What follows belongs to an exercise in optimizing a design on an open flow for a short achievable clock period and few clock cycles per item; a production flow would make more cautious choices.
RTL that was checked went through simulation tests only; none was proved equivalent to the original.
For runs 1 and 3 to 5, only the layout was checked, not whether the RTL still works.
Power and IR drop assume default switching activity.

**flow/run.sh**
```bash
#!/bin/bash
# synth_recipe.tcl (not shown) runs the flow's synth.tcl, then flattens the netlist and writes it again
# the make line also repeats each setting of config.mk as NAME=value (left out here)
make -C /OpenROAD-flow-scripts/flow DESIGN_CONFIG=/design/flow/config.mk WORK_HOME=/design/flow/orfs CLKGATE_MAP_FILE= SYNTH_SCRIPT=/design/flow/synth_recipe.tcl finish
```
**flow/config.mk**
```make
export PLATFORM = sky130hd
export DESIGN_NAME = legv8Core
export DESIGN_NICKNAME = legv8Core
export VERILOG_FILES = /design/flow/design.v
export SDC_FILE = /design/flow/constraint.sdc
export NUM_CORES = 4
export LEC_CHECK = 0
export ABC_CLOCK_PERIOD_IN_PS = 2000
export CAP_MARGIN = 20
export CORE_MARGIN = 2
export CORE_UTILIZATION = 35
export SETUP_SLACK_MARGIN = 5
export SLEW_MARGIN = 20
export TNS_END_PERCENT = 100
```
**flow/constraint.sdc**
```tcl
create_clock -name core_clock -period 13.0 [get_ports {clock}]
set_input_delay 2.6000 -clock core_clock [delete_from_list [all_inputs] [get_ports {clock}]]
set_output_delay 2.6000 -clock core_clock [all_outputs]
set_load 0.01 [all_outputs]
```
**flow/design.v**
```verilog
`timescale 1ns/1ps
`default_nettype none
package legv8Pkg;
	localparam int XLEN = 32;  
	localparam int REG_ADDR_W = 5;
	localparam int REG_COUNT = 32;
	localparam logic [REG_ADDR_W-1:0] ZERO_REG = 5'd31;  
	localparam int DMEM_WORDS = 16;
	localparam int DMEM_INDEX_W = 4;  
	localparam logic [XLEN-1:0] PC_STEP = 32'd4;  
	localparam logic [10:0] OP_ADD = 11'b100_0101_1000;
	localparam logic [10:0] OP_SUB = 11'b110_0101_1000;
	localparam logic [10:0] OP_AND = 11'b100_0101_0000;
	localparam logic [10:0] OP_ORR = 11'b101_0101_0000;
	localparam logic [10:0] OP_EOR = 11'b110_0101_0000;
	localparam logic [10:0] OP_LDUR = 11'b111_1100_0010;
	localparam logic [10:0] OP_STUR = 11'b111_1100_0000;
	localparam logic [9:0] OP_ADDI = 10'b10_0100_0100;
	localparam logic [9:0] OP_SUBI = 10'b11_0100_0100;
	localparam logic [9:0] OP_ANDI = 10'b10_0100_1000;
	localparam logic [9:0] OP_ORRI = 10'b10_1100_1000;
	localparam logic [9:0] OP_EORI = 10'b11_0100_1000;
	localparam logic [7:0] OP_CBZ = 8'b1011_0100;
	localparam logic [7:0] OP_CBNZ = 8'b1011_0101;
	localparam logic [5:0] OP_B = 6'b00_0101;  
	typedef enum logic [2:0] {
		ALU_ADD,  
		ALU_SUB,
		ALU_AND,
		ALU_ORR,
		ALU_EOR,
		ALU_PASSB  
	} aluOpT;
	typedef struct packed {
		logic regWrite;
		logic memRead;
		logic memWrite;
		logic memToReg;  
		logic aluSrc;  
		logic condZero;  
		logic condNonZero;  
		logic uncond;  
		aluOpT aluOp;
	} ctrlT;
	typedef struct packed {
		ctrlT ctrl;
		logic [XLEN-1:0] pc;
		logic [REG_ADDR_W-1:0] rd;
		logic [XLEN-1:0] immediate;  
		logic valid;  
	} decodedT;
	typedef struct packed {
		decodedT dec;
		logic [XLEN-1:0] aluResult;
		logic [XLEN-1:0] storeData;
	} execT;
	typedef struct packed {
		logic valid;
		logic [XLEN-1:0] pc;
		logic regWrite;
		logic [REG_ADDR_W-1:0] rd;
		logic [XLEN-1:0] regData;
		logic memWrite;
		logic [DMEM_INDEX_W-1:0] memIndex;
		logic [XLEN-1:0] storeData;
	} commitT;
endpackage
`default_nettype wire
`timescale 1ns/1ps
`default_nettype none
import legv8Pkg::*;
module instructionDecoder (
	input logic [XLEN-1:0] instr,
	output logic regWrite,  
	output logic memRead,  
	output logic memWrite,  
	output logic useImm,  
	output logic selAdd,  
	output logic selSub,
	output logic selAnd,
	output logic selOrr,
	output logic selEor,
	output logic isCbz,
	output logic isCbnz,
	output logic isB,
	output logic [XLEN-1:0] immediate,  
	output logic [REG_ADDR_W-1:0] readAddr1,  
	output logic [REG_ADDR_W-1:0] readAddr2,  
	output logic [REG_ADDR_W-1:0] rd
);
	logic [10:0] op11;
	logic [9:0] op10;
	logic [7:0] op8;
	logic [5:0] op6;
	logic mR, mLd, mSt, mI, mCb;
	logic wr;
	assign op11 = instr[31:21];
	assign op10 = instr[31:22];
	assign op8 = instr[31:24];
	assign op6 = instr[31:26];
	assign rd = instr[4:0];
	assign mR = (op11 == OP_ADD) || (op11 == OP_SUB) || (op11 == OP_AND) || (op11 == OP_ORR)
		|| (op11 == OP_EOR);
	assign mLd = !mR && (op11 == OP_LDUR);
	assign mSt = !mR && (op11 == OP_STUR);
	assign mI = !mR && !mLd && !mSt && ((op10 == OP_ADDI) || (op10 == OP_SUBI)
		|| (op10 == OP_ANDI) || (op10 == OP_ORRI) || (op10 == OP_EORI));
	assign mCb = !mR && !mLd && !mSt && !mI && ((op8 == OP_CBZ) || (op8 == OP_CBNZ));
	assign isCbz = mCb && (op8 == OP_CBZ);
	assign isCbnz = mCb && (op8 == OP_CBNZ);
	assign isB = !mR && !mLd && !mSt && !mI && !mCb && (op6 == OP_B);
	assign wr = mR || mLd || mI;
	assign regWrite = wr && (rd != ZERO_REG);
	assign memRead = mLd;
	assign memWrite = mSt;
	assign useImm = mLd || mSt || mI;
	assign selSub = (mR && op11 == OP_SUB) || (mI && op10 == OP_SUBI);
	assign selAnd = (mR && op11 == OP_AND) || (mI && op10 == OP_ANDI);
	assign selOrr = (mR && op11 == OP_ORR) || (mI && op10 == OP_ORRI);
	assign selEor = (mR && op11 == OP_EOR) || (mI && op10 == OP_EORI);
	assign selAdd = (mR && op11 == OP_ADD) || (mI && op10 == OP_ADDI);
	assign immediate = mI ? {{(XLEN-12){instr[21]}}, instr[21:10]}
		: {{(XLEN-9){instr[20]}}, instr[20:12]};
	assign readAddr1 = instr[9:5];
	assign readAddr2 = (mSt || mCb) ? instr[4:0] : instr[20:16];
endmodule
`default_nettype wire
`timescale 1ns/1ps
`default_nettype none
import legv8Pkg::*;
module registerFile (
	input logic clock,
	input logic clear,  
	input logic [REG_ADDR_W-1:0] readAddr1,
	input logic [REG_ADDR_W-1:0] readAddr2,
	output logic [XLEN-1:0] readData1,
	output logic [XLEN-1:0] readData2,
	output logic readZero2,  
	input logic writeEnable,
	input logic [REG_ADDR_W-1:0] writeAddr,  
	input logic [XLEN-1:0] writeData,
	input logic writeZero  
);
	logic [XLEN-1:0] regs [REG_COUNT-1];
	logic [REG_COUNT-2:0] isZero;
	always_ff @(posedge clock) begin
		if (clear) begin
			for (int i = 0; i < REG_COUNT - 1; i++) begin
				regs[i] <= '0;
			end
		end else if (writeEnable) begin
			regs[writeAddr] <= writeData;
		end
	end
	always_ff @(posedge clock) begin
		if (clear) begin
			isZero <= '1;
		end else if (writeEnable) begin
			isZero[writeAddr] <= writeZero;
		end
	end
	assign readData1 = (readAddr1 == ZERO_REG) ? '0 : regs[readAddr1];
	assign readData2 = (readAddr2 == ZERO_REG) ? '0 : regs[readAddr2];
	assign readZero2 = (readAddr2 == ZERO_REG) || isZero[readAddr2];
endmodule
`default_nettype wire
`timescale 1ns/1ps
`default_nettype none
import legv8Pkg::*;
module executeUnit (
	input logic [XLEN-1:0] operandA,
	input logic [XLEN-1:0] operandB,  
	input logic selAdd,
	input logic selSub,
	input logic selAnd,
	input logic selOrr,
	input logic selEor,
	output logic [XLEN-1:0] aluResult  
);
	logic [XLEN-1:0] sum;
	logic [XLEN-1:0] diff;
	assign sum = operandA + operandB;
	assign diff = operandA - operandB;
	assign aluResult = ({XLEN{selAdd}} & sum)
		| ({XLEN{selSub}} & diff)
		| ({XLEN{selAnd}} & (operandA & operandB))
		| ({XLEN{selOrr}} & (operandA | operandB))
		| ({XLEN{selEor}} & (operandA ^ operandB));
endmodule
`default_nettype wire
`timescale 1ns/1ps
`default_nettype none
import legv8Pkg::*;
module memoryWriteback (
	input logic clock,
	input logic clear,  
	input logic [DMEM_INDEX_W-1:0] index,
	output logic [XLEN-1:0] readData,
	input logic writeEnable,
	input logic [XLEN-1:0] writeData
);
	logic [XLEN-1:0] dmem [DMEM_WORDS];
	always_ff @(posedge clock) begin
		if (clear) begin
			for (int i = 0; i < DMEM_WORDS; i++) begin
				dmem[i] <= '0;
			end
		end else if (writeEnable) begin
			dmem[index] <= writeData;
		end
	end
	assign readData = dmem[index];
endmodule
`default_nettype wire
`timescale 1ns/1ps
`default_nettype none
import legv8Pkg::*;
module pcUnit (
	input logic clock,
	input logic clear,  
	input logic [XLEN-1:0] instr,
	input logic isB,
	input logic isCbz,
	input logic isCbnz,
	input logic rtZero,  
	output logic [XLEN-1:0] pc
);
	logic [XLEN-1:0] seqPc;
	logic [XLEN-1:0] targetB;
	logic [XLEN-1:0] targetCb;
	logic [XLEN-1:0] nextPc;
	logic cbTaken;
	assign seqPc = pc + PC_STEP;
	assign targetB = pc + {{(XLEN-28){instr[25]}}, instr[25:0], 2'b00};
	assign targetCb = pc + {{(XLEN-21){instr[23]}}, instr[23:5], 2'b00};
	assign cbTaken = (isCbz && rtZero) || (isCbnz && !rtZero);
	assign nextPc = ({XLEN{isB}} & targetB)
		| ({XLEN{cbTaken}} & targetCb)
		| ({XLEN{!isB && !cbTaken}} & seqPc);
	always_ff @(posedge clock) begin
		if (clear) begin
			pc <= '0;
		end else begin
			pc <= nextPc;
		end
	end
endmodule
`default_nettype wire
`timescale 1ns/1ps
`default_nettype none
import legv8Pkg::*;
module legv8Core (
	input logic clock,
	input logic rst,
	input logic [XLEN-1:0] imemData,  
	output logic [XLEN-1:0] imemAddr,
	output logic commitValid,
	output logic [XLEN-1:0] commitPc,
	output logic commitRegWrite,
	output logic [REG_ADDR_W-1:0] commitRd,
	output logic [XLEN-1:0] commitRegData,
	output logic commitMemWrite,
	output logic [DMEM_INDEX_W-1:0] commitMemIndex,
	output logic [XLEN-1:0] commitStoreData
);
	logic rstQ;  
	always_ff @(posedge clock) begin
		rstQ <= rst;
	end
	logic [XLEN-1:0] pc;
	logic dRegWrite, dMemRead, dMemWrite, dUseImm;
	logic dSelAdd, dSelSub, dSelAnd, dSelOrr, dSelEor;
	logic dIsCbz, dIsCbnz, dIsB;
	logic [XLEN-1:0] dImm;
	logic [REG_ADDR_W-1:0] dRa, dRb, dRd;
	logic [XLEN-1:0] dReadA, dReadB;
	logic dReadZeroB;
	logic dRtZero;
	logic exValid;
	logic exRegWrite;  
	logic exMemRead;
	logic exMemWrite;  
	logic exUseImm;
	logic exSelAdd, exSelSub, exSelAnd, exSelOrr, exSelEor;
	logic [XLEN-1:0] exImm;
	logic [REG_ADDR_W-1:0] exRd;
	logic [XLEN-1:0] exPc;
	logic [XLEN-1:0] exReadA, exReadB;
	logic exFwdA, exFwdB;  
	logic [XLEN-1:0] exA, exB, exOperand2;
	logic [XLEN-1:0] exAlu;
	logic [DMEM_INDEX_W+1:0] exAddrLow;
	logic [DMEM_INDEX_W-1:0] exIndex;
	logic [XLEN-1:0] exLoad;
	logic [XLEN-1:0] exResult;
	logic exZero;
	logic cValid;
	logic [XLEN-1:0] cPc;
	logic cRegWrite;
	logic [REG_ADDR_W-1:0] cRd;
	logic [XLEN-1:0] cRegData;
	logic cMemWrite;
	logic [DMEM_INDEX_W-1:0] cMemIndex;
	logic [XLEN-1:0] cStoreData;
	assign imemAddr = pc;
	instructionDecoder u_instructionDecoder (
		.instr(imemData),
		.regWrite(dRegWrite),
		.memRead(dMemRead),
		.memWrite(dMemWrite),
		.useImm(dUseImm),
		.selAdd(dSelAdd),
		.selSub(dSelSub),
		.selAnd(dSelAnd),
		.selOrr(dSelOrr),
		.selEor(dSelEor),
		.isCbz(dIsCbz),
		.isCbnz(dIsCbnz),
		.isB(dIsB),
		.immediate(dImm),
		.readAddr1(dRa),
		.readAddr2(dRb),
		.rd(dRd)
	);
	registerFile u_registerFile (
		.clock(clock),
		.clear(rstQ),
		.readAddr1(dRa),
		.readAddr2(dRb),
		.readData1(dReadA),
		.readData2(dReadB),
		.readZero2(dReadZeroB),
		.writeEnable(exRegWrite),
		.writeAddr(exRd),
		.writeData(exResult),
		.writeZero(exZero)
	);
	assign dRtZero = (exRegWrite && exRd == dRb) ? exZero : dReadZeroB;
	pcUnit u_pcUnit (
		.clock(clock),
		.clear(rstQ),
		.instr(imemData),
		.isB(dIsB),
		.isCbz(dIsCbz),
		.isCbnz(dIsCbnz),
		.rtZero(dRtZero),
		.pc(pc)
	);
	always_ff @(posedge clock) begin
		exValid <= !rst && !rstQ;
		exRegWrite <= dRegWrite && !rst && !rstQ;
		exMemWrite <= dMemWrite && !rst && !rstQ;
		exMemRead <= dMemRead;
		exUseImm <= dUseImm;
		exSelAdd <= dSelAdd || dMemRead || dMemWrite;
		exSelSub <= dSelSub;
		exSelAnd <= dSelAnd;
		exSelOrr <= dSelOrr;
		exSelEor <= dSelEor;
		exImm <= dImm;
		exRd <= dRd;
		exPc <= pc;
		exReadA <= dReadA;
		exReadB <= dReadB;
		exFwdA <= exRegWrite && exRd == dRa;
		exFwdB <= exRegWrite && exRd == dRb;
	end
	assign exA = exFwdA ? cRegData : exReadA;
	assign exB = exFwdB ? cRegData : exReadB;  
	assign exOperand2 = exUseImm ? exImm : exB;
	executeUnit u_executeUnit (
		.operandA(exA),
		.operandB(exOperand2),
		.selAdd(exSelAdd && !exMemRead),
		.selSub(exSelSub),
		.selAnd(exSelAnd),
		.selOrr(exSelOrr),
		.selEor(exSelEor),
		.aluResult(exAlu)
	);
	assign exAddrLow = exA[DMEM_INDEX_W+1:0] + exImm[DMEM_INDEX_W+1:0];
	assign exIndex = exAddrLow[DMEM_INDEX_W+1:2];
	memoryWriteback u_memoryWriteback (
		.clock(clock),
		.clear(rstQ),
		.index(exIndex),
		.readData(exLoad),
		.writeEnable(exMemWrite),
		.writeData(exB)
	);
	assign exResult = exMemRead ? exLoad : exAlu;
	assign exZero = (exResult == '0);
	always_ff @(posedge clock) begin
		cValid <= exValid && !rst;
		cPc <= exPc;
		cRegWrite <= exRegWrite;
		cRd <= exRd;
		cRegData <= exResult;
		cMemWrite <= exMemWrite;
		cMemIndex <= exIndex;
		cStoreData <= exB;
	end
	assign commitValid = cValid && !rst;
	assign commitPc = cPc;
	assign commitRegWrite = cRegWrite;
	assign commitRd = cRd;
	assign commitRegData = cRegData;
	assign commitMemWrite = cMemWrite;
	assign commitMemIndex = cMemIndex;
	assign commitStoreData = cStoreData;
endmodule
`default_nettype wire
```
==> results of run 1 <==
[cell usage after synthesis, types with 34 or more instances]
cell type	instances
nor2_1	1720
edfxtp_1	1536
nand2_1	670
mux4_2	612
clkbuf_1	516
dfxtp_1	297
nand3_1	203
a21oi_1	197
inv_1	187
ha_1	162
mux2i_1	157
o21ai_0	148
buf_1	100
and3_1	95
xnor2_1	95
nand2b_1	75
a31oi_1	73
mux2_2	61
nor3_1	58
a311oi_1	55
a211oi_1	53
buf_2	44
a21o_1	39
a221oi_1	37
a22oi_1	34
xor2_1	34
[area by class of cell]
cell class	count	area, um^2	area share (%)
inverters	192	723	0.678
multi-input cells	5081	39400	36.9
clock buffers	262	5310	4.98
diodes	5	12.5	0.0117
repair buffers	409	3670	3.44
flip-flops and latches	1833	52100	48.8
well taps	3552	4440	4.17
clock inverters	110	1000	0.938
[metal layers]
| layer | track usage (%) | share of wire, % |
|---|---|---|
| met5 | 0 | 0.013 |
| met4 | 11.7 | 5.3 |
| met3 | 5.93 | 11 |
| met2 | 40.9 | 47 |
| met1 | 31.2 | 36 |
[where the power goes]
group	leakage [nW]	switching, mW	internal, mW
Combinational	15.9	1.78	0.913
Sequential	18.2	0.135	6.57
Clock	3.07	2.47	3.05
Total	37.2	4.38	10.5
[sequential cells by signal, indices dropped and copies added (netlist names), 4 cells and up]
register                count
cMemIndex                   4
cPc                        32
cRd                         5
cRegData                   32
cStoreData                 32
exImm                      12
exPc                       32
exRd                        5
exReadA                    32
exReadB                    32
u_memoryWriteback.dmem    512
u_pcUnit.pc                32
u_registerFile.isZero      31
u_registerFile.regs      1024
[path summary, 6_finish.rpt]
check	startpoint	endpoint	slack (ns)	cells after the start
min reg2reg	exPc[6]$_DFF_P_	cPc[6]$_DFF_P_	0.32	0
min	exPc[6]$_DFF_P_	cPc[6]$_DFF_P_	0.32	0
max reg2reg	exFwdA$_DFF_P_	u_pcUnit.pc[25]$_SDFF_PP0_	5.01	22
max	exFwdA$_DFF_P_	u_pcUnit.pc[25]$_SDFF_PP0_	5.01	22
[cell families (layout without fill, tap and decap cells)]
group | after synthesis | in the layout | share of synthesized area (%)
AND/OR/NAND/NOR | 2999 | 2999 | 13.4
AO/OA/AOI/OAI | 950 | 952 | 7.04
multiplexers | 832 | 833 | 17.1
buffers and inverters | 859 | 973 | 3.53
adder cells (fa/ha/maj) | 166 | 166 | 2.24
other | 0 | 5 | 0
flip-flops | 1833 | 1833 | 55.5
XOR/XNOR | 131 | 131 | 1.25
[critical path, delay by kind of cell (launching register included)]
kind	cells	cell delay (ns)
flip-flops	1	0.32
AO/OA/AOI/OAI	7	1.89
adder cells (fa/ha/maj)	1	0.46
multiplexers	2	0.94
buffers and inverters	6	1.80
AND/OR/NAND/NOR	6	2.33
[timing repair]
action                     4_1_cts  5_1_grt
pin swaps                        1        0
gates cloned                     3        1
gates resized for setup         35       15
setup endpoints to repair       61       46
setup buffers                    6        6
[metrics by stage]
step                util [%]  std cells  power [mW]
floorplan                  -       7770        8.40
global placement        37.3      11000        9.38
detailed placement      37.3      11000        9.40
CTS                     39.8      11400        14.9
global route            39.9      11400        15.3
finish                  39.9      11400        14.9
==> impl_results.md, run 1 <==
* CTS tree: built
* Post-synth top area cell: edfxtp_1
* CP startpoint kind: flop
* Worst-Margin Slew at 1.25 ns
* Max Fclk at 125 MHz
* Via count at 70000
* First-pass GRT wire length at 496000 um
* Distinct cells, synth at 93
* Boundary pin count at 174
* Setup tns final at 0 ns
* Endpoints failing setup at 0
* Share of async-settable or async-resettable flops after synthesis at 0%
* Die H at 522 um
* Hold WS at 0.321 ns
* Via-per-instance ratio at 6.11
* Sequential fraction of the synthesis area at 55.5%
* Wire per inst at 30.5 um
* Clk sinks at 1833
* Cell Area, Synth at 0.0939 mm^2
* Antenna violations before repair at 9
* Core Rows at 190
* Setup slack after layout at 5.01 ns
* Fin crit period at 7.99 ns
* Area grow syn2layout at 13.5%
* Maximum VDD drop at 118 uV
* Syn Inst Count at 7770
* EDFF count, synth at 1536
* CP Class: flop to flop
* Clock buffer count from CTS at 198
* Crit path capture type: flop
* Commonest non-fill, non-tap cell in the layout: nor2_1
* Filler instances at 25000
* Outcome: timing/DRC/antenna clean
* Mean post-synth cell area at 12.1 um^2
* CP Cell Sequence: buf_6, mux2i_1, inv_1, ha_1, and2_1, a31oi_4, buf_4, a21o_1, inv_2, buf_8, nor2_2, a32oi_1, a31oi_1, o2bb2ai_2, buf_4, nand4b_1, or4_1, nor4_2, a31oi_2, mux2_4, or3_1, a31oi_1
* Max Cap Viol at 0
* Later-pin clock latency in the skew report at 0.91 ns
* Post-Place Setup Slack at 3.54 ns
* Arrival time at the worst endpoint at 8.74 ns
* Root buffer cell: clkbuf_16
* Routability Congestion at 0.901
* CP required at 13.75 ns
* GRT Resource Usage Total at 25.0%
* Vias in the first global route at 68300
* DP Wirelength at 209000 um
* Largest net degree at the start of global routing at 117
* Post-DRT Antenna Nets at 0
* Worst-path maximum fanout at 44
* Post-synth top area share at 49.1%
* Starting DRT DRC Count at 9778
* Warnings, synthesis at 4
* Die area at 0.272 mm^2
* Clk buf depth at 3
* Core area at 0.267 mm^2
* Synth area leaders: edfxtp_1, mux4_2, nor2_1
* Setup Skew at 0.0908 ns
* Die extent in x at 522 um
* Worst-path clk slew at 0.06 ns
* Placed cell areas at 0.0998 mm^2
* Total wire length at 349000 um
* Port bufs at 173
* Final critical-path share of the clock period at 61.4%
* DRC errors left at 0
* First-pass DRT Iterations at 6
* Nets at 7915
* Final Hold Viols at 0
* Ratio of cells with drive above 1 in the final layout at 17.5%
* Commonest non-fill, non-tap cells in the layout: nor2_1, edfxtp_1, nand2_1
* Top_reg_cell synth: edfxtp_1
* P_leak at 37.2 nW
* Initial Util at 35.1%
* GRT overflow at 0
* Max_slew headroom at 16.5%
* PwrDens at 140 mW/mm^2
* Hold Buf Count CTS at 0
* CP max stage delay at 0.60 ns
* Cell at the slowest stage of the critical path: a31oi_1
* Register bit count reported by yosys at 1833
* Htree depth at 4
* RSZ-0062 raised after global routing: false
* Worst hold path class: flop to flop
* Final Cell Area at 0.107 mm^2
* Max Slew Vio Count at 0
==> inputs of run 2 (changes only) <==
--- a/flow/design.v
+++ b/flow/design.v
@@ -235,7 +235,13 @@
 	assign targetCb = pc + {{(XLEN-21){instr[23]}}, instr[23:5], 2'b00};
 	assign cbTaken = (isCbz && rtZero) || (isCbnz && !rtZero);
-	assign nextPc = ({XLEN{isB}} & targetB)
-		| ({XLEN{cbTaken}} & targetCb)
-		| ({XLEN{!isB && !cbTaken}} & seqPc);
+	always_comb begin
+		if (isB) begin
+			nextPc = targetB;
+		end else if (cbTaken) begin
+			nextPc = targetCb;
+		end else begin
+			nextPc = seqPc;
+		end
+	end
 	always_ff @(posedge clock) begin
 		if (clear) begin
--- a/flow/config.mk
+++ b/flow/config.mk
@@ -6,9 +6,6 @@
 export NUM_CORES = 4
 export LEC_CHECK = 0
-export ABC_CLOCK_PERIOD_IN_PS = 2000
 export CAP_MARGIN = 20
 export CORE_MARGIN = 2
 export CORE_UTILIZATION = 35
-export SETUP_SLACK_MARGIN = 5
 export SLEW_MARGIN = 20
-export TNS_END_PERCENT = 100
==> run 2 against run 1 <==
  * Sequential cell count is 6 lower
  * Clock-buffer cell count is 12 higher
  * Cell count is 5.4% lower
  * Synthesized cell count is 7.4% lower
  * Combinational power is 2% lower
  * First-iteration DRC count is 11% lower
  * Sequential power hardly changed
  * Non-clock buffer count is 19 lower
  * Routed wire length is 3.7% lower
  * Utilization is 0.060 points higher
  * Critical path type unchanged
  * Highest routed layer unchanged
==> impl_results.md, run 2 <==
* Commonest non-fill, non-tap cells in the layout: nor2_1, edfxtp_1, mux4_2
* CP max stage delay at 0.97 ns (+0.37 ns)
* Mux share of post-synthesis cell area at 19.6% (+2.5 points)
* Post-Synth Adder-Cell Area at 1.88% (-0.37 points)
* Wire per inst at 31.1 um (+1.8%)
* Area grow syn2layout at 13.8%
* Clock buffer count from CTS at 196 (-1.0%)
* GRT Resource Usage Total at 24.8% (-0.19 points)
* Clk sinks at 1827 (-0.33%)
* Post-synth top area share at 50.2% (+1.1 points)
* Maximum VDD drop at 117 uV (-1.1%)
* Setup slack after layout at 1.28 ns (-3.73 ns)
* Share of async-settable or async-resettable flops after synthesis at 0% (unchanged)
* Later-pin clock latency in the skew report at 0.90 ns (about the same)
* Worst hold path class: flop to flop
* Crit path to: u_pcUnit.pc[31]$_SDFF_PP0_
* Core area at 0.262 mm^2 (-2.1%)
* Total wire length at 336000 um (-3.7%)
* Warnings, synthesis at 4 (unchanged)
* Crit path depth at 36 (+64%)
* Mean post-synth cell area at 12.8 um^2 (+5.7%)
* First-pass DRT Iterations at 7 (+1)
* Arrival time at the worst endpoint at 12.45 ns (+3.71 ns)
* Worst-Margin Slew at 1.08 ns (-0.168 ns)
* Boundary pin count at 174 (unchanged)
* Fin crit period at 11.72 ns (+3.73 ns)
* R2R setup slack at 1.28 ns (-3.73 ns)
* Max Slew Vio Count at 0 (unchanged)
* Logic pwr share at 17.5% (-0.5 points)
* Cell at the slowest stage of the critical path: mux2i_2
* Post-synth top area cell: edfxtp_1
* Post-Place Setup Slack at 1.52 ns (-2.02 ns)
* CTS tree: built
* Simple-Gate Fraction of Synth Area at 10.8% (-2.5 points)
* RSZ-0062 raised after global routing: false
* Nets at 7312 (-7.6%)
* Reg-to-reg endpoint: u_pcUnit.pc[31]$_SDFF_PP0_
* Vias in the first global route at 64700 (-5.2%)
* Cells resized by post-CTS repair at 0 (-100%)
* Outcome: timing/DRC/antenna clean
* Routability Congestion at 0.884 (-2.0%)
* Largest Register: u_registerFile.regs
* Ratio of cells with drive above 1 in the final layout at 19.9% (+2.3 points)
* Endpoints failing setup at 0 (unchanged)
* Worst reg2reg path depth at 36 (+64%)
* Final Hold Viols at 0 (unchanged)
* Max Fclk at 85.3 MHz (-32%)
* Initial Util at 35.1% (about the same)
* Starting DRT DRC Count at 8700 (-11%)
* PwrDens at 144 mW/mm^2 (+2.9%)
* EDFF count, synth at 1536 (unchanged)
* Top_reg_cell synth: edfxtp_1
* Sequential fraction of the synthesis area at 56.5% (+1.1 points)
* GRT overflow at 0 (unchanged)
* Register bit count reported by yosys at 1827 (-0.33%)
* Post-DRT Antenna Nets at 0 (unchanged)
* CP startpoint kind: flop
* Worst-path clk slew at 0.06 ns (about the same)
* Clock share of power at 38.1% (+1.1 points)
* Filler instances at 24300 (-2.9%)
* Core Rows at 188 (-1.1%)
* DRC errors left at 0 (unchanged)
* Port bufs at 169 (-2.3%)
* Worst Setup SP: exFwdB$_DFF_P_
* Distinct cells, synth at 105 (+13%)
* Die extent in x at 516 um (-1.1%)
* Final Power at 15.0 mW (+0.89%)
* Root buffer cell: clkbuf_16
* Final critical-path share of the clock period at 90.1% (+29 points)
* Largest register FFs at 1024 (unchanged)
* Largest net degree at the start of global routing at 129 (+10%)
* CP required at 13.74 ns (about the same)
* Synth area leaders: edfxtp_1, mux4_2, nor2_1
* Htree depth at 4 (unchanged)
* Die H at 516 um (-1.1%)
* Antenna violations before repair at 15 (+6)
* First-pass GRT wire length at 474000 um (-4.3%)
* Cell Area, Synth at 0.0919 mm^2 (-2.2%)
* Via-per-instance ratio at 6.03 (-1.3%)
* Hold Buf Count CTS at 0 (unchanged)
* Clk buf depth at 3 (unchanged)
* Internal power at 10.7 mW (+1.9%)
* Max_slew headroom at 26.0% (+9.5 points)
* CP Class: flop to flop
* Max Cap Viol at 0 (unchanged)
* Commonest non-fill, non-tap cell in the layout: nor2_1
* CP delay by family, top: compound AO/OA/AOI/OAI gates
* WP buf/inv at 3 (-3)
* Die area at 0.267 mm^2 (-2.1%)
* Sequential Power Share at 44.4% (-0.5 points)
* Top-count cell post-synth: nor2_1
* Setup Fix Bufs, Post-CTS at 0 (-6)
* Top cells by count, synth: nor2_1, edfxtp_1, mux4_2, clkbuf_1, nand2_1
* Via count at 65300 (-6.7%)
* Setup Skew at 0.0612 ns (-0.0295 ns)
* Setup tns final at 0 ns (unchanged)
* Post-synthesis xor/xnor area fraction at 0.636% (-0.62 points)
* Largest family of logic cells by synthesized area: multiplexers
* Worst-path maximum fanout at 33 (-25%)
* DP Wirelength at 200000 um (-4.3%)
* Top Registers: u_registerFile.regs (1024), u_memoryWriteback.dmem (512)
* Crit path capture type: flop
* Sw Ratio at 28.6% (-0.73 points)
* Compound-gate portion of the synthesized area at 6.94% (-0.096 points)
* R2R Path Start: exFwdB$_DFF_P_
* Syn Inst Count at 7194 (-7.4%)
* Net load switching power at 4.31 mW (-1.6%)
* P_leak at 36.5 nW (-1.8%)
* Worst path most repeated cell: o21ai_0
## run 2: changes by cell type in the layout (fill, tap and decap cells not counted), moves of 23 or more
cell      before  now
nand2_1      647  301
and3_1        94   20
mux2i_1      121  215
mux2_2        58  105
xnor2_1       93   42
a31oi_1       72   18
o22ai_1       22   66
mux4_2       612  635
a311oi_1      54   11
nand3_1      203   72
ha_1         158  131
clkinv_1      46   20
## run 2: metal layers
metal	wire, um	up-vias	GRT usage (%)
met3	38200	930	6.12
met5	47	-	0
met2	158000	4291	40.0
met1	122000	33300	31.1
li1	-	26800	-
met4	18300	6	12.3
## run 2: cell type report
| cell class | count | area, um^2 | area share, % |
|---|---|---|---|
| clock buffer | 274 | 5400 | 5.17 |
| inverter | 197 | 742 | 0.710 |
| clock inverter | 91 | 1130 | 1.08 |
| timing repair buffer | 390 | 3460 | 3.31 |
| antenna | 1 | 2.50 | 0.00239 |
| sequential | 1827 | 52000 | 49.7 |
| tap | 3515 | 4400 | 4.21 |
| multi-input combinational | 4530 | 37400 | 35.8 |
## run 2: kinds of logic (layout without fill, tap and decap cells)
family / count (synthesis) / after routing
other: 1 / 5
xor gates and xnor gates: 63 / 63
adders and majority gates: 136 / 136
and+or+nand+nor: 2432 / 2432
AOI/OAI and AO/OA: 906 / 906
DFF: 1827 / 1827
buffers and inverters: 840 / 952
muxes: 989 / 989
## run 2: worst reg2reg max path, delay by kind of cell (launching register included)
family	cells	cell delay, ns
muxes	2	1.26
xor gates and xnor gates	2	0.63
and+or+nand+nor	10	1.74
DFF	1	0.70
adders and majority gates	2	0.73
AOI/OAI and AO/OA	17	5.44
buffers and inverters	3	1.11
## run 2: worst min path at each step
stage                           startpoint         endpoint  slack [ns]  cells after the start
after CTS                 exPc[28]$_DFF_P_  cPc[28]$_DFF_P_        0.32                      0
final                     exPc[27]$_DFF_P_  cPc[27]$_DFF_P_        0.32                      0
after floorplan           exPc[10]$_DFF_P_  cPc[10]$_DFF_P_        0.31                      0
after detailed placement  exPc[20]$_DFF_P_  cPc[20]$_DFF_P_        0.31                      0
after global routing      exPc[30]$_DFF_P_  cPc[30]$_DFF_P_        0.33                      0
after global placement    exPc[31]$_DFF_P_  cPc[31]$_DFF_P_        0.31                      0
## run 2: power by group through the flow
stage          combinational, mW  sequential, mW  clock [mW]
2_1_floorplan               1.63            6.75           0
3_3_place_gp                2.56            6.79           0
3_5_place_dp                2.58            6.81           0
5_1_grt                     2.76            6.70        6.01
6_report                    2.63            6.69        5.73
4_1_cts                     2.59            6.68        5.77
## run 2: per-stage QoR
step                instances  cell area [um^2]  hold WS, ns  utilization [%]
finish                  10800            105000        0.324             39.9
global route            10800            105000        0.328             39.9
CTS                     10800            104000        0.325             39.9
detailed placement      10500             97900        0.312             37.4
global placement        10500             97900        0.311             37.4
floorplan                7197             91900        0.310                -
Testbench counts of run 2, summed over its fixed seeds: cycles 24,024, commits 24,000.
==> inputs of run 3 (changes only) <==
--- a/flow/design.v
+++ b/flow/design.v
@@ -176,5 +176,6 @@
 	input logic selOrr,
 	input logic selEor,
-	output logic [XLEN-1:0] aluResult  
+	output logic [XLEN-1:0] aluResult,  
+	output logic aluZero  
 );
 	logic [XLEN-1:0] sum;
@@ -187,4 +188,14 @@
 		| ({XLEN{selOrr}} & (operandA | operandB))
 		| ({XLEN{selEor}} & (operandA ^ operandB));
+	logic [XLEN-1:0] halfSum;
+	logic [XLEN-1:0] carryIfZero;
+	logic zeroSum;
+	assign halfSum = operandA ^ operandB;
+	assign carryIfZero = {operandA[XLEN-2:0] | operandB[XLEN-2:0], 1'b0};
+	assign zeroSum = (halfSum == carryIfZero);
+	assign aluZero = !((selAdd && !zeroSum)
+		|| ((selSub || selEor) && (halfSum != '0))
+		|| (selAnd && ((operandA & operandB) != '0))
+		|| (selOrr && ((operandA | operandB) != '0)));
 endmodule
 `default_nettype wire
@@ -197,8 +208,11 @@
 	input logic [DMEM_INDEX_W-1:0] index,
 	output logic [XLEN-1:0] readData,
+	output logic readZero,  
 	input logic writeEnable,
-	input logic [XLEN-1:0] writeData
+	input logic [XLEN-1:0] writeData,
+	input logic writeZero  
 );
 	logic [XLEN-1:0] dmem [DMEM_WORDS];
+	logic [DMEM_WORDS-1:0] isZero;  
 	always_ff @(posedge clock) begin
 		if (clear) begin
@@ -210,5 +224,13 @@
 		end
 	end
+	always_ff @(posedge clock) begin
+		if (clear) begin
+			isZero <= '1;
+		end else if (writeEnable) begin
+			isZero[index] <= writeZero;
+		end
+	end
 	assign readData = dmem[index];
+	assign readZero = isZero[index];
 endmodule
 `default_nettype wire
@@ -235,13 +257,7 @@
 	assign targetCb = pc + {{(XLEN-21){instr[23]}}, instr[23:5], 2'b00};
 	assign cbTaken = (isCbz && rtZero) || (isCbnz && !rtZero);
-	always_comb begin
-		if (isB) begin
-			nextPc = targetB;
-		end else if (cbTaken) begin
-			nextPc = targetCb;
-		end else begin
-			nextPc = seqPc;
-		end
-	end
+	assign nextPc = ({XLEN{isB}} & targetB)
+		| ({XLEN{cbTaken}} & targetCb)
+		| ({XLEN{!isB && !cbTaken}} & seqPc);
 	always_ff @(posedge clock) begin
 		if (clear) begin
@@ -299,4 +315,6 @@
 	logic [DMEM_INDEX_W-1:0] exIndex;
 	logic [XLEN-1:0] exLoad;
+	logic exLoadZero;
+	logic exAluZero;
 	logic [XLEN-1:0] exResult;
 	logic exZero;
@@ -383,5 +401,6 @@
 		.selOrr(exSelOrr),
 		.selEor(exSelEor),
-		.aluResult(exAlu)
+		.aluResult(exAlu),
+		.aluZero(exAluZero)
 	);
 	assign exAddrLow = exA[DMEM_INDEX_W+1:0] + exImm[DMEM_INDEX_W+1:0];
@@ -392,9 +411,11 @@
 		.index(exIndex),
 		.readData(exLoad),
+		.readZero(exLoadZero),
 		.writeEnable(exMemWrite),
-		.writeData(exB)
+		.writeData(exB),
+		.writeZero(exB == '0)
 	);
 	assign exResult = exMemRead ? exLoad : exAlu;
-	assign exZero = (exResult == '0);
+	assign exZero = exMemRead ? exLoadZero : exAluZero;
 	always_ff @(posedge clock) begin
 		cValid <= exValid && !rst;
==> flow/flow/run.sh (new file) <==
#!/bin/bash
# The standard layout, with the timing repair asked to leave this much setup
# slack at the design's clock period, so that it shortens every path as far
# as it can.
set -euo pipefail
bash standard.sh SETUP_SLACK_MARGIN=7.6 finish > standard_make.log 2>&1
==> flow/standard.sh (new file) <==
#!/bin/bash
# synth_recipe.tcl (not shown) runs the flow's synth.tcl, then flattens the netlist and writes it again
# the make line also repeats each setting of config.mk as NAME=value (left out here)
make -C /OpenROAD-flow-scripts/flow DESIGN_CONFIG=/design/flow/config.mk WORK_HOME=/design/flow/orfs CLKGATE_MAP_FILE= SYNTH_SCRIPT=/design/flow/synth_recipe.tcl "${@:-finish}"
--- a/flow/config.mk
+++ b/flow/config.mk
@@ -6,6 +6,8 @@
 export NUM_CORES = 4
 export LEC_CHECK = 0
+export ABC_CLOCK_PERIOD_IN_PS = 2000
 export CAP_MARGIN = 20
 export CORE_MARGIN = 2
 export CORE_UTILIZATION = 35
 export SLEW_MARGIN = 20
+export TNS_END_PERCENT = 100
removed: flow/run.sh
==> run 3 against run 2 <==
  * Still clean on timing, DRC and antenna
  * Via count up 12%
  * Utilization increased by 0.94 points
  * Routed wire length rose by 12%
  * Critical path type is now input pin to output port
  * Largest cell class unchanged
  * Highest routed layer unchanged
==> impl_results.md, run 3 <==
* Outcome: timing/DRC/antenna clean
* Routability Congestion at 0.967 (+9.4%)
* First-pass DRT Iterations at 7 (unchanged)
* Net load switching power at 4.55 mW (+5.5%)
* CP Class: input pin to output port
* Clock buffer count from CTS at 191 (-2.6%)
* Cell Area, Synth at 0.0930 mm^2 (+1.2%)
* Worst reg2reg path depth at 19 (-47%)
* Root buffer cell: clkbuf_16
* Post-synth top area cell: edfxtp_1
* Vias in the first global route at 70400 (+8.7%)
* R2R Path Start: exFwdB$_DFF_P_
* Max Cap Viol at 0 (unchanged)
* Internal power at 10.7 mW (-0.27%)
* Worst Setup SP: rst
* GRT Resource Usage Total at 27.1% (+2.3 points)
* Worst-path clk slew at 0.06 ns (about the same)
* Worst-path maximum fanout at 2 (-94%)
* First-pass GRT wire length at 528000 um (+11%)
* Warnings, synthesis at 4 (unchanged)
* Commonest non-fill, non-tap cell in the layout: nor2_1
* Port bufs at 173 (+2.4%)
* Area grow syn2layout at 16.3%
* Initial Util at 35.1% (+0.039 points)
* Wire per inst at 31.8 um (+2.2%)
* CTS tree: built
* Largest net degree at the start of global routing at 124 (-3.9%)
* Sequential fraction of the synthesis area at 56.4% (-0.19 points)
* Share of async-settable or async-resettable flops after synthesis at 0% (unchanged)
* Cell at the slowest stage of the critical path: buf_8
* Die area at 0.270 mm^2 (+1.2%)
* Distinct cells, synth at 92 (-12%)
* Reg-to-reg endpoint: u_registerFile.regs[16][30]$_SDFFCE_PN0P_
* Worst hold path class: flop to flop
* DP Wirelength at 218000 um (+8.8%)
* Clk sinks at 1849 (+1.2%)
* Via-per-instance ratio at 6.17 (+2.2%)
* CP startpoint kind: input pin
* Synth area leaders: edfxtp_1, mux4_2, nor2_1
* Largest Register: u_registerFile.regs
* Crit path to: commitValid
* Register bit count reported by yosys at 1849 (+1.2%)
* Final Non-Filler Cells at 11900 (+9.9%)
* Max Slew Vio Count at 0 (unchanged)
* PwrDens at 141 mW/mm^2 (-2.0%)
* Commonest non-fill, non-tap cells in the layout: nor2_1, edfxtp_1, nand2_1
* Top cells by count, synth: nor2_1, edfxtp_1, nand2_1, clkbuf_1, nand3_1
* Post-Place Setup Slack at 4.63 ns (+3.11 ns)
* Ratio of cells with drive above 1 in the final layout at 17.1% (-2.8 points)
* Later-pin clock latency in the skew report at 0.91 ns (about the same)
* Mean post-synth cell area at 11.3 um^2 (-11%)
* Max_slew headroom at 21.9% (-4.1 points)
* Filler instances at 24600 (+1.6%)
* Arrival time at the worst endpoint at 2.91 ns (-9.54 ns)
* Antenna violations before repair at 16 (+1)
* Die extent in x at 519 um (+0.59%)
* Final critical-path share of the clock period at 42.3% (-48 points)
* Sw Ratio at 29.8% (+1.2 points)
* Final Hold Viols at 0 (unchanged)
* P_leak at 38.5 nW (+5.5%)
* Nets at 8405 (+15%)
* Top Registers: u_registerFile.regs (1024), u_memoryWriteback.dmem (512)
* Htree depth at 4 (unchanged)
* Boundary pin count at 174 (unchanged)
* Hold WS at 0.324 ns (+0.000238 ns)
* Max Fclk at 182 MHz (+110%)
* Via count at 73400 (+12%)
* Setup tns final at 0 ns (unchanged)
* CP max stage delay at 0.10 ns (-0.87 ns)
* Starting DRT DRC Count at 12100 (+39%)
* Sequential Power Share at 44.5% (about the same)
* RSZ-0062 raised after global routing: true
* Setup Skew at 0.0875 ns (+0.0263 ns)
* Die H at 519 um (+0.59%)
* EDFF count, synth at 1536 (unchanged)
* Largest register FFs at 1024 (unchanged)
* Top-count cell post-synth: nor2_1
* Final Power at 15.3 mW (+1.4%)
* Syn Inst Count at 8193 (+14%)
* DRC errors left at 0 (unchanged)
* Placed cells at 11400 (+9.2%)
* Crit path capture type: output port
* R2R setup slack at 7.68 ns (+6.40 ns)
* Post-synth top area share at 49.6% (-0.59 points)
* Logic pwr share at 19.1% (+1.6 points)
* Endpoints failing setup at 0 (unchanged)
* Setup slack after layout at 7.49 ns (+6.21 ns)
* Worst-Margin Slew at 1.17 ns (+0.0892 ns)
* Core Rows at 189 (+0.53%)
* GRT overflow at 0 (unchanged)
* Top_reg_cell synth: edfxtp_1
* Clk buf depth at 3 (unchanged)
* Clock share of power at 36.4% (-1.7 points)
* Post-DRT Antenna Nets at 0 (unchanged)
* Core area at 0.265 mm^2 (+1.1%)
* Fin crit period at 5.51 ns (-6.21 ns)
* Total wire length at 378000 um (+12%)
* Maximum VDD drop at 150 uV (+28%)
* CP required at 10.40 ns (-3.34 ns)
* CP Cell Sequence: buf_8, nor2b_4, buf_6
-- run 3: cell count changes after synthesis, sizes merged, moves of 56 or more --
cell,change
xnor2,+68
mux2i,-64
nand3,+435
mux4,-166
mux2,-93
clkbuf,+104
a221oi,+67
nor2,-65
o22ai,-56
a21oi,+88
nand2,+628
-- run 3: worst max-delay path: cells and delay by family --
kind	cells	cell delay (ns)
buffers and inverters	2	0.20
AND/OR/NAND/NOR	1	0.10
-- run 3: power groups by stage --
stage	clock, mW	sequential [mW]	combinational [mW]
floorplan	0	6.82	1.65
global placement	0	6.89	2.66
detailed placement	0	6.90	2.67
CTS	5.59	6.77	2.79
global route	5.83	6.79	3.02
finish	5.56	6.78	2.92
-- run 3: cell families (layout without fill, tap and decap cells) --
kind of cell               after synthesis  after routing  synth area share, %
xor gates and xnor gates               158            158                 1.49
AOI/OAI and AO/OA                     1029           1030                 7.36
buffers and inverters                  897           1056                 3.68
other                                    0              5                    0
adders and majority gates              172            172                 2.35
DFF                                   1849           1849                 56.4
and+or+nand+nor                       3422           3432                 15.3
muxes                                  666            666                 13.5
-- run 3: repair_timing --
| item | 4_1_cts | 5_1_grt |
|---|---|---|
| hold buffers | 0 | 0 |
| setup buffers | 73 | 14 |
| pin swaps | 36 | 26 |
| resized for setup | 252 | 118 |
| endpoints found under the setup margin | 1504 | 787 |
| cloned | 24 | 8 |
-- run 3: worst min-delay path by stage --
stage	startpoint	to	slack (ns)	cells past startpoint
3_3_place_gp	exPc[0]$_DFF_P_	cPc[0]$_DFF_P_	0.31	0
5_1_grt	exPc[18]$_DFF_P_	cPc[18]$_DFF_P_	0.33	0
3_5_place_dp	exPc[25]$_DFF_P_	cPc[25]$_DFF_P_	0.31	0
4_1_cts	exPc[25]$_DFF_P_	cPc[25]$_DFF_P_	0.33	0
2_1_floorplan	exPc[0]$_DFF_P_	cPc[0]$_DFF_P_	0.31	0
6_report	exPc[0]$_DFF_P_	cPc[0]$_DFF_P_	0.32	0
-- run 3: layout make-up --
class                   count  area (um^2)  share of cell area (%)
multi-input cells        5458        38800                    35.9
repair inverters            3         21.3                  0.0197
diodes                      5         12.5                  0.0116
clock buffers             253         5230                    4.83
repair buffers            504         5380                    4.98
inverters                 192          754                   0.698
flip-flops and latches   1849        52400                    48.5
well taps                3533         4420                    4.09
clock inverters           104         1090                    1.01
-- run 3: stage by stage --
step           utilization (%)  area, um^2
2_1_floorplan                -       93100
3_3_place_gp              37.4       99000
3_5_place_dp              37.4       99000
4_1_cts                   40.6      107000
5_1_grt                   40.9      108000
6_report                  40.9      108000
-- run 3: metal layers --
| layer | share of wire (%) | track usage, % | vias to the layer above | wire length (um) |
|---|---|---|---|---|
| li1 | - | - | 29800 | - |
| met3 | 13 | 7.78 | 1184 | 50400 |
| met4 | 6.8 | 15.8 | 6 | 25600 |
| met5 | 0.0090 | 0 | - | 34 |
| met2 | 44 | 40.8 | 5719 | 165000 |
| met1 | 36 | 34.8 | 36600 | 137000 |
==> inputs of run 4 (changes only) <==
--- a/flow/design.v
+++ b/flow/design.v
@@ -86,5 +86,5 @@
 	output logic [XLEN-1:0] immediate,  
 	output logic [REG_ADDR_W-1:0] readAddr1,  
-	output logic [REG_ADDR_W-1:0] readAddr2,  
+	output logic readRt,  
 	output logic [REG_ADDR_W-1:0] rd
 );
@@ -102,12 +102,12 @@
 	assign mR = (op11 == OP_ADD) || (op11 == OP_SUB) || (op11 == OP_AND) || (op11 == OP_ORR)
 		|| (op11 == OP_EOR);
-	assign mLd = !mR && (op11 == OP_LDUR);
-	assign mSt = !mR && (op11 == OP_STUR);
-	assign mI = !mR && !mLd && !mSt && ((op10 == OP_ADDI) || (op10 == OP_SUBI)
-		|| (op10 == OP_ANDI) || (op10 == OP_ORRI) || (op10 == OP_EORI));
-	assign mCb = !mR && !mLd && !mSt && !mI && ((op8 == OP_CBZ) || (op8 == OP_CBNZ));
-	assign isCbz = mCb && (op8 == OP_CBZ);
-	assign isCbnz = mCb && (op8 == OP_CBNZ);
-	assign isB = !mR && !mLd && !mSt && !mI && !mCb && (op6 == OP_B);
+	assign mLd = (op11 == OP_LDUR);
+	assign mSt = (op11 == OP_STUR);
+	assign mI = (op10 == OP_ADDI) || (op10 == OP_SUBI) || (op10 == OP_ANDI) || (op10 == OP_ORRI)
+		|| (op10 == OP_EORI);
+	assign mCb = (op8 == OP_CBZ) || (op8 == OP_CBNZ);
+	assign isCbz = (op8 == OP_CBZ);
+	assign isCbnz = (op8 == OP_CBNZ);
+	assign isB = (op6 == OP_B);
 	assign wr = mR || mLd || mI;
 	assign regWrite = wr && (rd != ZERO_REG);
@@ -115,13 +115,13 @@
 	assign memWrite = mSt;
 	assign useImm = mLd || mSt || mI;
-	assign selSub = (mR && op11 == OP_SUB) || (mI && op10 == OP_SUBI);
-	assign selAnd = (mR && op11 == OP_AND) || (mI && op10 == OP_ANDI);
-	assign selOrr = (mR && op11 == OP_ORR) || (mI && op10 == OP_ORRI);
-	assign selEor = (mR && op11 == OP_EOR) || (mI && op10 == OP_EORI);
-	assign selAdd = (mR && op11 == OP_ADD) || (mI && op10 == OP_ADDI);
+	assign selSub = (op11 == OP_SUB) || (op10 == OP_SUBI);
+	assign selAnd = (op11 == OP_AND) || (op10 == OP_ANDI);
+	assign selOrr = (op11 == OP_ORR) || (op10 == OP_ORRI);
+	assign selEor = (op11 == OP_EOR) || (op10 == OP_EORI);
+	assign selAdd = (op11 == OP_ADD) || (op10 == OP_ADDI);
 	assign immediate = mI ? {{(XLEN-12){instr[21]}}, instr[21:10]}
 		: {{(XLEN-9){instr[20]}}, instr[20:12]};
 	assign readAddr1 = instr[9:5];
-	assign readAddr2 = (mSt || mCb) ? instr[4:0] : instr[20:16];
+	assign readRt = mSt || mCb;
 endmodule
 `default_nettype wire
@@ -134,7 +134,9 @@
 	input logic [REG_ADDR_W-1:0] readAddr1,
 	input logic [REG_ADDR_W-1:0] readAddr2,
+	input logic [REG_ADDR_W-1:0] readAddr3,
 	output logic [XLEN-1:0] readData1,
 	output logic [XLEN-1:0] readData2,
-	output logic readZero2,  
+	output logic [XLEN-1:0] readData3,
+	output logic readZero3,  
 	input logic writeEnable,
 	input logic [REG_ADDR_W-1:0] writeAddr,  
@@ -162,5 +164,6 @@
 	assign readData1 = (readAddr1 == ZERO_REG) ? '0 : regs[readAddr1];
 	assign readData2 = (readAddr2 == ZERO_REG) ? '0 : regs[readAddr2];
-	assign readZero2 = (readAddr2 == ZERO_REG) || isZero[readAddr2];
+	assign readData3 = (readAddr3 == ZERO_REG) ? '0 : regs[readAddr3];
+	assign readZero3 = (readAddr3 == ZERO_REG) || isZero[readAddr3];
 endmodule
 `default_nettype wire
@@ -181,6 +184,16 @@
 	logic [XLEN-1:0] sum;
 	logic [XLEN-1:0] diff;
-	assign sum = operandA + operandB;
-	assign diff = operandA - operandB;
+	prefixAdder #(.W(XLEN)) u_sum (
+		.a(operandA),
+		.b(operandB),
+		.cin(1'b0),
+		.sum(sum)
+	);
+	prefixAdder #(.W(XLEN)) u_diff (
+		.a(operandA),
+		.b(~operandB),
+		.cin(1'b1),
+		.sum(diff)
+	);
 	assign aluResult = ({XLEN{selAdd}} & sum)
 		| ({XLEN{selSub}} & diff)
@@ -200,4 +213,34 @@
 endmodule
 `default_nettype wire
+`default_nettype none
+module prefixAdder #(
+	parameter int W = 32
+) (
+	input logic [W-1:0] a,
+	input logic [W-1:0] b,
+	input logic cin,
+	output logic [W-1:0] sum
+);
+	localparam int LEVELS = $clog2(W);
+	logic [LEVELS:0][W-1:0] gen;  
+	logic [LEVELS:0][W-1:0] prop;
+	logic [W-1:0] half;
+	assign half = a ^ b;
+	assign gen[0] = (a & b) | {{(W-1){1'b0}}, cin & half[0]};
+	assign prop[0] = half;
+	for (genvar l = 0; l < LEVELS; l++) begin : g_level
+		for (genvar i = 0; i < W; i++) begin : g_bit
+			if (i >= (1 << l)) begin : g_merge
+				assign gen[l+1][i] = gen[l][i] | (prop[l][i] & gen[l][i-(1<<l)]);
+				assign prop[l+1][i] = prop[l][i] & prop[l][i-(1<<l)];
+			end else begin : g_pass
+				assign gen[l+1][i] = gen[l][i];
+				assign prop[l+1][i] = prop[l][i];
+			end
+		end
+	end
+	assign sum = half ^ {gen[LEVELS][W-2:0], cin};
+endmodule
+`default_nettype wire
 `timescale 1ns/1ps
 `default_nettype none
@@ -254,6 +297,16 @@
 	logic cbTaken;
 	assign seqPc = pc + PC_STEP;
-	assign targetB = pc + {{(XLEN-28){instr[25]}}, instr[25:0], 2'b00};
-	assign targetCb = pc + {{(XLEN-21){instr[23]}}, instr[23:5], 2'b00};
+	prefixAdder #(.W(XLEN)) u_targetB (
+		.a(pc),
+		.b({{(XLEN-28){instr[25]}}, instr[25:0], 2'b00}),
+		.cin(1'b0),
+		.sum(targetB)
+	);
+	prefixAdder #(.W(XLEN)) u_targetCb (
+		.a(pc),
+		.b({{(XLEN-21){instr[23]}}, instr[23:5], 2'b00}),
+		.cin(1'b0),
+		.sum(targetCb)
+	);
 	assign cbTaken = (isCbz && rtZero) || (isCbnz && !rtZero);
 	assign nextPc = ({XLEN{isB}} & targetB)
@@ -295,7 +348,8 @@
 	logic dIsCbz, dIsCbnz, dIsB;
 	logic [XLEN-1:0] dImm;
-	logic [REG_ADDR_W-1:0] dRa, dRb, dRd;
-	logic [XLEN-1:0] dReadA, dReadB;
-	logic dReadZeroB;
+	logic [REG_ADDR_W-1:0] dRa, dRm, dRd;  
+	logic dReadRt;
+	logic [XLEN-1:0] dReadA, dReadM, dReadT, dReadB;
+	logic dReadZeroT;
 	logic dRtZero;
 	logic exValid;
@@ -344,5 +398,5 @@
 		.immediate(dImm),
 		.readAddr1(dRa),
-		.readAddr2(dRb),
+		.readRt(dReadRt),
 		.rd(dRd)
 	);
@@ -351,8 +405,10 @@
 		.clear(rstQ),
 		.readAddr1(dRa),
-		.readAddr2(dRb),
+		.readAddr2(dRm),
+		.readAddr3(dRd),
 		.readData1(dReadA),
-		.readData2(dReadB),
-		.readZero2(dReadZeroB),
+		.readData2(dReadM),
+		.readData3(dReadT),
+		.readZero3(dReadZeroT),
 		.writeEnable(exRegWrite),
 		.writeAddr(exRd),
@@ -360,5 +416,7 @@
 		.writeZero(exZero)
 	);
-	assign dRtZero = (exRegWrite && exRd == dRb) ? exZero : dReadZeroB;
+	assign dRm = imemData[20:16];
+	assign dReadB = dReadRt ? dReadT : dReadM;
+	assign dRtZero = (exRegWrite && exRd == dRd) ? exZero : dReadZeroT;
 	pcUnit u_pcUnit (
 		.clock(clock),
@@ -388,5 +446,5 @@
 		exReadB <= dReadB;
 		exFwdA <= exRegWrite && exRd == dRa;
-		exFwdB <= exRegWrite && exRd == dRb;
+		exFwdB <= exRegWrite && (dReadRt ? (exRd == dRd) : (exRd == dRm));
 	end
 	assign exA = exFwdA ? cRegData : exReadA;
==> flow/flow/run.sh (replaced) <==
#!/bin/bash
# The standard layout, with two changes to how it is made:
# - the timing repair is asked to leave this much setup slack at the design's
#   clock period, so that it shortens every path as far as it can;
# - the port buffers are plain buffers, which the repair can then size up,
#   instead of the delay buffers buffer_ports picks by default.
set -euo pipefail
bash standard.sh "BUFFER_PORTS_ARGS=-buffer_cell sky130_fd_sc_hd__buf_4" SETUP_SLACK_MARGIN=7.6 finish > standard_make.log 2>&1
==> run 4 against run 3 <==
  * Largest cell class unchanged
  * Utilization decreased by 0.97 points
  * Sequential power is essentially flat
  * Routed wire length rose by 5.8%
  * Still clean on timing, DRC and antenna
==> impl_results.md, run 4 <==
* R2R setup slack at 7.63 ns (-0.05 ns)
* Final Non-Filler Cells at 11800 (-0.93%)
* Worst reg2reg path depth at 14 (-5)
* Die H at 543 um (+4.6%)
* R2R Path Start: cRegData[10]$_DFF_P_
* Vias in the first global route at 73500 (+4.4%)
* Clock buffer count from CTS at 200 (+4.7%)
* CP startpoint kind: input pin
* Die extent in x at 543 um (+4.6%)
* Worst-path maximum fanout at 2 (unchanged)
* Syn Inst Count at 7758 (-5.3%)
* Warnings, synthesis at 4 (unchanged)
* Nets at 7925 (-5.7%)
* Via-per-instance ratio at 6.40 (+3.8%)
* Sequential fraction of the synthesis area at 51.4% (-4.9 points)
* GRT overflow at 0 (unchanged)
* Post-Place Setup Slack at 6.02 ns (+1.40 ns)
* Placed cell areas at 0.108 mm^2 (+9.0%)
* Distinct cells, synth at 87 (-5.4%)
* Fin crit period at 5.56 ns (+0.0589 ns)
* Top_reg_cell synth: edfxtp_1
* Filler instances at 27000 (+9.8%)
* Outcome: timing/DRC/antenna clean
* Max Slew Vio Count at 0 (unchanged)
* DRC errors left at 0 (unchanged)
* Area grow syn2layout at 13.7%
* Hold path depth at 0 (unchanged)
* Max Fclk at 180 MHz (-1.1%)
* Final critical-path share of the clock period at 42.8% (+0.45 points)
* Mean post-synth cell area at 13.1 um^2 (+16%)
* Die area at 0.295 mm^2 (+9.5%)
* Clk buf depth at 4 (+1)
* Max_slew headroom at 27.2% (+5.3 points)
* First-pass GRT wire length at 554000 um (+4.9%)
* Htree depth at 4 (unchanged)
* Clock share of power at 37.4% (+1.0 points)
* Clk sinks at 1849 (unchanged)
* Ratio of cells with drive above 1 in the final layout at 26.1% (+9.0 points)
* Via count at 75500 (+2.8%)
* Worst hold path class: flop to flop
* Boundary pin count at 174 (unchanged)
* Later-pin clock latency in the skew report at 0.92 ns (about the same)
* Top cells by count, synth: edfxtp_1, nor2_1, mux4_2, clkbuf_1, nand2_1
* P_leak at 40.2 nW (+4.4%)
* Post-synth top area share at 45.3% (-4.3 points)
* Crit path capture type: output port
* Register bit count reported by yosys at 1849 (unchanged)
* Crit path to: commitValid
* Post-synth top area cell: edfxtp_1
* CP Class: input pin to output port
* CP required at 10.40 ns (about the same)
* Placed cells at 11400 (-0.32%)
* Final Hold Viols at 0 (unchanged)
* Port bufs at 173 (unchanged)
* Max Cap Viol at 0 (unchanged)
* Top-count cell post-synth: edfxtp_1
* Sequential Power Share at 42.6% (-1.9 points)
* Routability Congestion at 0.952 (-1.5%)
* Top Registers: u_registerFile.regs (1024), u_memoryWriteback.dmem (512)
* Endpoints failing setup at 0 (unchanged)
* Root buffer cell: clkbuf_16
* Initial Util at 35.1% (-0.055 points)
* Logic pwr share at 20.0% (+0.9 points)
* RSZ-0062 raised after global routing: true
* Antenna violations before repair at 23 (+7)
* Arrival time at the worst endpoint at 2.96 ns (+0.05 ns)
* Synth area leaders: edfxtp_1, mux4_2, dfxtp_1
* Core area at 0.290 mm^2 (+9.7%)
* Hold Buf Count CTS at 0 (unchanged)
* Starting DRT DRC Count at 12300 (+2.0%)
* Commonest non-fill, non-tap cell in the layout: edfxtp_1
* EDFF count, synth at 1536 (unchanged)
* Setup Skew at 0.0845 ns (-0.00303 ns)
* Sw Ratio at 28.8% (-1.0 points)
* Share of async-settable or async-resettable flops after synthesis at 0% (unchanged)
* DP Wirelength at 233000 um (+6.8%)
* Internal power at 11.4 mW (+6.2%)
* Reg-to-reg endpoint: u_registerFile.regs[22][27]$_SDFFCE_PN0P_
* GRT Resource Usage Total at 26.3% (-0.77 points)
* Worst Setup SP: rst
* Total wire length at 400000 um (+5.8%)
* Worst-Margin Slew at 1.09 ns (-0.0806 ns)
* Largest net degree at the start of global routing at 120 (-3.2%)
* Wire per inst at 33.9 um (+6.8%)
* Worst-path clk slew at 0.06 ns (about the same)
* CTS tree: built
* Cell Area, Synth at 0.102 mm^2 (+9.6%)
* Commonest non-fill, non-tap cells in the layout: edfxtp_1, nor2_1, mux4_2
* Maximum VDD drop at 158 uV (+5.7%)
* Post-DRT Antenna Nets at 0 (unchanged)
* Final Cell Area at 0.116 mm^2 (+7.1%)
* Core Rows at 198 (+4.8%)
* Setup tns final at 0 ns (unchanged)
* Net load switching power at 4.60 mW (+1.1%)
* Largest register FFs at 1024 (unchanged)
* Largest Register: u_registerFile.regs
* Setup slack after layout at 7.44 ns (-0.0589 ns)
* PwrDens at 138 mW/mm^2 (-2.3%)
* First-pass DRT Iterations at 8 (+1)
-- run 4: worst min path at each step --
| stage | from | endpoint | slack (ns) |
|---|---|---|---|
| 2_1_floorplan | exPc[0]$_DFF_P_ | cPc[0]$_DFF_P_ | 0.31 |
| 3_3_place_gp | exPc[18]$_DFF_P_ | cPc[18]$_DFF_P_ | 0.31 |
| 3_5_place_dp | exPc[13]$_DFF_P_ | cPc[13]$_DFF_P_ | 0.31 |
| 4_1_cts | exPc[15]$_DFF_P_ | cPc[15]$_DFF_P_ | 0.28 |
| 5_1_grt | exPc[15]$_DFF_P_ | cPc[15]$_DFF_P_ | 0.31 |
| 6_report | exPc[15]$_DFF_P_ | cPc[15]$_DFF_P_ | 0.27 |
-- run 4: worst max-delay path, stage by stage --
cell and delay, ns:
buf_12 0.11, nor2b_4 0.13, buf_6 0.12
-- run 4: layer usage --
metal | up-vias | routed length (um) | global-route usage [%]
met3 | 1255 | 58600 | 9.17
met1 | 38500 | 140000 | 33.3
li1 | 29800 | - | -
met4 | 14 | 22700 | 13.0
met2 | 5928 | 178000 | 40.1
met5 | - | 91 | 0
-- run 4: area by class of cell --
class / instances / area [um^2] / share of cell area [%]
antenna: 8 / 20.0 / 0.0173
clock buffer: 262 / 5490 / 4.74
clock inverter: 101 / 1190 / 1.03
inverter: 201 / 787 / 0.679
multi-input combinational: 5019 / 47100 / 40.6
sequential: 1849 / 52400 / 45.2
tap: 3900 / 4880 / 4.21
timing repair buffer: 447 / 3990 / 3.45
timing repair inverter: 3 / 25.0 / 0.0216
-- run 4: metrics by stage --
step                      util (%)  hold WS (ns)  power, mW
after floorplan                  -         0.310       8.75
after global placement        37.2         0.311       9.85
after detailed placement      37.2         0.312       9.88
after CTS                     39.7         0.278       15.8
after global routing          39.9         0.306       16.4
final                         39.9         0.272       16.0
-- run 4: repair_timing --
item	in CTS	in global routing
cloned	4	5
setup buffers	12	16
resized for setup	90	102
pin swaps	2	9
endpoints found under the setup margin	1697	1293
-- run 4: cell families (layout without fill, tap and decap cells) --
logic type / count (synthesis) / after routing / synth area share [%]
AND/OR/NAND/NOR: 2409 / 2410 / 9.92
flip-flops: 1849 / 1849 / 51.4
multiplexers: 1350 / 1351 / 25.6
AO/OA/AOI/OAI: 935 / 935 / 6.16
buffers and inverters: 892 / 1014 / 3.42
adder cells (fa/ha/maj): 170 / 170 / 2.12
XOR/XNOR: 153 / 153 / 1.33
other: 0 / 8 / 0
-- run 4: power groups by stage --
| stage | clock, mW | sequential, mW | combinational [mW] |
|---|---|---|---|
| after CTS | 6.00 | 6.79 | 3.05 |
| after global placement | 0 | 6.90 | 2.95 |
| final | 5.97 | 6.81 | 3.19 |
| after detailed placement | 0 | 6.92 | 2.96 |
| after floorplan | 0 | 6.83 | 1.92 |
| after global routing | 6.23 | 6.82 | 3.30 |
==> inputs of run 5 (changes only) <==
--- a/flow/config.mk
+++ b/flow/config.mk
@@ -9,5 +9,5 @@
 export CAP_MARGIN = 20
 export CORE_MARGIN = 2
-export CORE_UTILIZATION = 35
+export CORE_UTILIZATION = 50
 export SLEW_MARGIN = 20
 export TNS_END_PERCENT = 100
==> run 5 against run 4 <==
  * Sequential share of layout area grew 0.69 points
  * Die area decreased by 30%
  * Via count rose by 0.16%
  * Cell count fell by 11%
  * Clock-buffer cell count rose by 8
  * Non-clock buffer count fell by 26
  * Highest routed layer unchanged
  * Utilization grew 16 points
==> impl_results.md, run 5 <==
* Area of the multi-input gates at 0.0470 mm^2 (about the same)
* Largest net degree at the start of global routing at 124 (+3.3%)
* Endpoints failing setup at 0 (unchanged)
* Distinct cells, synth at 87 (unchanged)
* WP buf/inv at 2 (unchanged)
* Area grow syn2layout at 12.0%
* Antenna violations before repair at 12 (-48%)
* Filler instances at 16400 (-39%)
* Warnings, synthesis at 4 (unchanged)
* Post-synth top area cell: edfxtp_1
* Setup slack after layout at 7.47 ns (+0.0357 ns)
* Worst-Margin Slew at 1.19 ns (+0.0945 ns)
* Boundary pin count at 174 (unchanged)
* Clk buf depth at 3 (-1)
* Htree depth at 4 (unchanged)
* Max Slew Vio Count at 0 (unchanged)
* Nets at 7894 (-0.39%)
* Clock buffer count from CTS at 195 (-2.5%)
* Top Registers: u_registerFile.regs (1024), u_memoryWriteback.dmem (512)
* Worst hold path class: flop to flop
* Post-Place Setup Slack at 6.29 ns (+0.268 ns)
* Post-synth top area share at 45.3% (unchanged)
* Commonest non-fill, non-tap cell in the layout: edfxtp_1
* Top-count cell post-synth: edfxtp_1
* Wire per inst at 38.0 um (+12%)
* Top_reg_cell synth: edfxtp_1
* CP max stage delay at 0.12 ns (about the same)
* RSZ-0062 raised after global routing: true
* DRC errors left at 0 (unchanged)
* Storage element area at 0.0524 mm^2 (about the same)
* Crit path capture type: output port
* First-pass GRT wire length at 555000 um (+0.19%)
* Setup tns final at 0 ns (unchanged)
* Final critical-path share of the clock period at 42.5% (-0.27 points)
* Via count at 75600 (+0.16%)
* Max Cap Viol at 0 (unchanged)
* Final Power at 15.8 mW (-0.96%)
* Register bit count reported by yosys at 1849 (unchanged)
* Core area at 0.202 mm^2 (-30%)
* Post-DRT Antenna Nets at 0 (unchanged)
* Maximum VDD drop at 157 uV (-0.91%)
* PwrDens at 139 mW/mm^2 (+0.57%)
* Final Non-Filler Cells at 10500 (-11%)
* DP Wirelength at 230000 um (-1.1%)
* First-pass DRT Iterations at 9 (+1)
* Die H at 455 um (-16%)
* Worst-path clk slew at 0.06 ns (about the same)
* Outcome: timing/DRC/antenna clean
## run 5: per-stage QoR
stage / instance area [um^2] / util (%)
6_report: 114000 / 56.4
5_1_grt: 114000 / 56.4
4_1_cts: 114000 / 56.1
3_5_place_dp: 106000 / 52.6
3_3_place_gp: 106000 / 52.5
2_1_floorplan: 102000 / -
## run 5: kinds of logic after synthesis
logic type               count (synthesis)  synth area share, %
AND/OR/NAND/NOR                       2409                 9.92
AO/OA/AOI/OAI                          935                 6.16
multiplexers                          1350                 25.6
XOR/XNOR                               153                 1.33
adder cells (fa/ha/maj)                170                 2.12
buffers and inverters                  892                 3.42
flip-flops                            1849                 51.4
## run 5: report_power, final
part,leakage [nW],internal [mW],switching (mW),total [mW]
logic,18.5,1.26,1.91,3.17
registers,18.4,6.62,0.188,6.81
clock network,3.23,3.32,2.51,5.83
## run 5: layer usage
| layer | wire length [um] | vias up |
|---|---|---|
| met5 | 112 | - |
| met4 | 28700 | 8 |
| met3 | 55300 | 1265 |
| met2 | 175000 | 6111 |
| met1 | 141000 | 38500 |
| li1 | - | 29700 |
## run 5: area by class of cell
class | count | area share (%)
Sequential cell | 1849 | 45.9
Clock buffer | 270 | 4.83
Tap cell | 2672 | 2.93
Multi-Input combinational cell | 5020 | 41.2
Timing Repair Buffer | 421 | 3.36
Antenna cell | 13 | 0.0285
Clock inverter | 100 | 0.990
Inverter | 201 | 0.689
Timing Repair inverter | 2 | 0.0143
## run 5: worst paths after layout
kind	startpoint	end	slack (ns)	depth (start not counted)
setup / recovery	rst	commitValid	7.47	3
hold / removal	exPc[7]$_DFF_P_	cPc[7]$_DFF_P_	0.31	0
setup reg to reg	exFwdA$_DFF_P_	u_memoryWriteback.dmem[9][19]$_SDFFCE_PN0P_	7.67	14
hold reg to reg	exPc[7]$_DFF_P_	cPc[7]$_DFF_P_	0.31	0
## run 5: what timing repair did
action | CTS | global route
setup buffers | 11 | 16
pin swaps | 0 | 4
endpoints found under the hold margin | 0 | 0
endpoints found under the setup margin | 1398 | 757
gates resized for setup | 64 | 61
cloned | 6 | 6

-- separate check: timing with driven ports --
The flow's constraints put no driver on any port. The routed layouts listed below were extracted and timed again, unchanged, in two steps.
Step 1: set_driving_cell puts a clkbuf_16 on clock and a buf_2 on each other input, an assumption about the parent block.
Step 2 also shifts input and output timing later by t, the mid clock arrival at the registers, as if the neighbouring blocks saw the same clock.
Slacks: no drivers / after step 1 / after step 2; pairs: no drivers / after step 1.
| run | t (ns) | setup slack, ns |
|---|---|---|
| run 1 | 0.966 | 5.012 / 5.012 / 4.508 |
| run 2 | 0.969 | 1.283 / 1.283 / 1.283 |
| run 3 | 0.980 | 7.495 / 7.457 / 6.628 |
| run 4 | 0.962 | 7.436 / 7.387 / 6.594 |
| run 5 | 0.936 | 7.471 / 7.422 / 6.722 |
After both steps every run listed still meets setup and hold.
